Background: an optimization exercise with open tools, aiming at small area, a short achievable clock period and few clock cycles. Do not read the settings as production practice. Function was checked by simulation only, so behaviour that the tests miss may differ from the original. Power is estimated from default activity; no workload was simulated.

## harbor
// job_distributor
module job_distributor (
    input  logic                                             clk,
    input  logic                                             rst_n,
    input  logic [dist_pkg::NUM_FTHREADS*dist_pkg::OPCODE_W-1:0]  fthread_config,
    input  logic                                             fthread_config_valid,
    input  logic [dist_pkg::NUM_JOB_TYPES*dist_pkg::OPCODE_W-1:0] job_config,
    input  logic                                             job_config_valid,
    input  logic [dist_pkg::NUM_JOB_TYPES-1:0]               job_queue_valid,
    input  logic [dist_pkg::NUM_JOB_TYPES*dist_pkg::JOB_W-1:0]    job_queue_data,
    output logic [dist_pkg::NUM_JOB_TYPES-1:0]               job_queue_ready,
    input  logic [dist_pkg::ADDR_W-1:0]                      ws_base_addr,
    input  logic                                             ws_base_addr_valid,
    output logic [dist_pkg::NUM_FTHREADS*dist_pkg::CMD_LINE_W-1:0] fthread_job,
    output logic [dist_pkg::NUM_FTHREADS-1:0]                fthread_job_valid,
    input  logic [dist_pkg::NUM_FTHREADS-1:0]                fthread_done
);
Size in the first run: about 2100 cells after synthesis, about 460 flip-flops, roughly 1300 I/O pins.
clock: 5.0 ns
lec_check: 0
cap_margin: 20
core_area: 2 2 278 278
cts_cluster_diameter: 80
cts_cluster_size: 24
die_area: 0 0 280 280
place_density: 0.6
setup_slack_margin: 2.4
slew_margin: 20
tns_end_percent: 0
standard.sh (not shown) runs the stock make flow with config.mk's settings and CLKGATE_MAP_FILE= SYNTH_SCRIPT=/design/flow/synth_recipe.tcl, a recipe that flattens the netlist after the stock synthesis.
==> flow/flow/run.sh <==
#!/bin/bash
# Standard ORFS layout; the only change is the cell buffer_ports uses on the
# ports (the smallest plain buffer instead of the default delay buffer).
set -euo pipefail
export BUFFER_PORTS_ARGS="-buffer_cell sky130_fd_sc_hd__buf_1"
export PLACE_PINS_ARGS="-min_distance 1 -min_distance_in_tracks"
bash standard.sh > standard_flow.log 2>&1
Testbench counts of harbor, summed over its fixed seeds: cycles 11,639.
--- input diff harbor..raven ---
- TNS_END_PERCENT now 10, was 0
- CTS_CLUSTER_SIZE now 20, was 24
- PLACE_DENSITY now 0.65, was 0.6
- CTS_CLUSTER_DIAMETER now 70, was 80
- Going from harbor to raven, the non-clock buffer count was found to have gone up by about 4.4%.
- Diff harbor -> raven: global-route usage saw a decrease; routed wire length saw a decrease; proportion of cell area spent on the clock network saw little to no change; number of clock buffers inserted by TritonCTS saw an increase.
- Worst-margin pin slew: raven < harbor
- raven vs harbor — post-cts repair resize count climbed by more than half
- | final period utilization | raven vs harbor | 1.4 points lower |
- Internal power contribution was lower in harbor than in raven.
- Going from harbor to raven, final area now larger, total number of vias now larger.
Relative to raven, the following input files were edited for onyx:
- changing PLACE_DENSITY from 0.65 to 0.6
- changing TNS_END_PERCENT from 10 to 5
- changing CTS_CLUSTER_SIZE from 20 to 24
- changing CTS_CLUSTER_DIAMETER from 70 to 80
- Setup slack ends up higher on onyx.
- [compare] base=raven new=onyx: area overhead of the layout relative to synthesis saw a decrease, met3 demand-to-capacity share in global routing +1.5 points, total power draw went down by about 1.2%.
- Between raven and onyx, global-route usage increased.
- Relative to raven, the detailed-route wire length on metal 1 of onyx is higher by about 2%.
- In the flow results for onyx and raven, the global-route wire length before repair is larger on onyx.
- In onyx, the total area of multi-input combinational cells came out about 1.1% below the value in raven.
- onyx vs. raven: average wire length per cell after detail routing rose 1.1 um, hold slack fell 0.013 ns, critical path depth fell 1.
Input-level comparison between violet and onyx:
- PLACE_DENSITY now 0.5, was 0.6
Cmp violet vs onyx: via count lower in violet
Taking onyx over violet, the met3 wire length ratio works out to 1.3.
Re proportion of register bits with asynchronous set or reset after synthesis: no difference whatsoever between violet and onyx.
Worst setup timing slack at the placement stage in violet vs onyx: down 0.11 ns
violet against onyx: global routing usage on met1 saw a decrease, slew at the pin closest to its max-slew limit up 0.20 ns.
violet and onyx ended up with nearly the same overall power after layout.
Diff violet and onyx: final critical path time including I/O delays and setup lower in onyx

[re-timing with driven ports]
Ports are ideal in the flow. The routed layouts listed here were re-timed in OpenROAD.
Step 1 sets driving cells, clkbuf_16 on the clock port and buf_2 on the other inputs (assumed; they add their load-dependent delay and slew).
Step 2 adds t to the input delays and takes it off the output delays; t is the mean of the earliest and latest rising clock arrival at the registers after step 1. Input paths then give back, and output paths get back, about the clock's delay inside the block.
Three values: ideal ports, drivers, drivers and shift; two values: the first two.
run	t (ns)	setup WS [ns]	worst hold slack (ns)	clock arrival spread, ns	worst register clock-pin slew, ns
harbor	0.613	1.982 / 1.982 / 1.438	0.342 / 0.342 / 0.342	0.041 / 0.041	0.10 / 0.10
raven	0.633	2.054 / 2.005 / 1.445	0.342 / 0.342 / 0.342	0.038 / 0.038	0.09 / 0.09
onyx	0.618	2.087 / 2.031 / 1.509	0.329 / 0.329 / 0.329	0.042 / 0.042	0.09 / 0.09
violet	0.625	2.042 / 1.977 / 1.537	0.331 / 0.331 / 0.331	0.037 / 0.037	0.10 / 0.10
After both steps every run listed still meets setup and hold. The setup slack of raven, which loses most, moves by -0.049 ns with the drivers and by -0.609 ns with both steps.
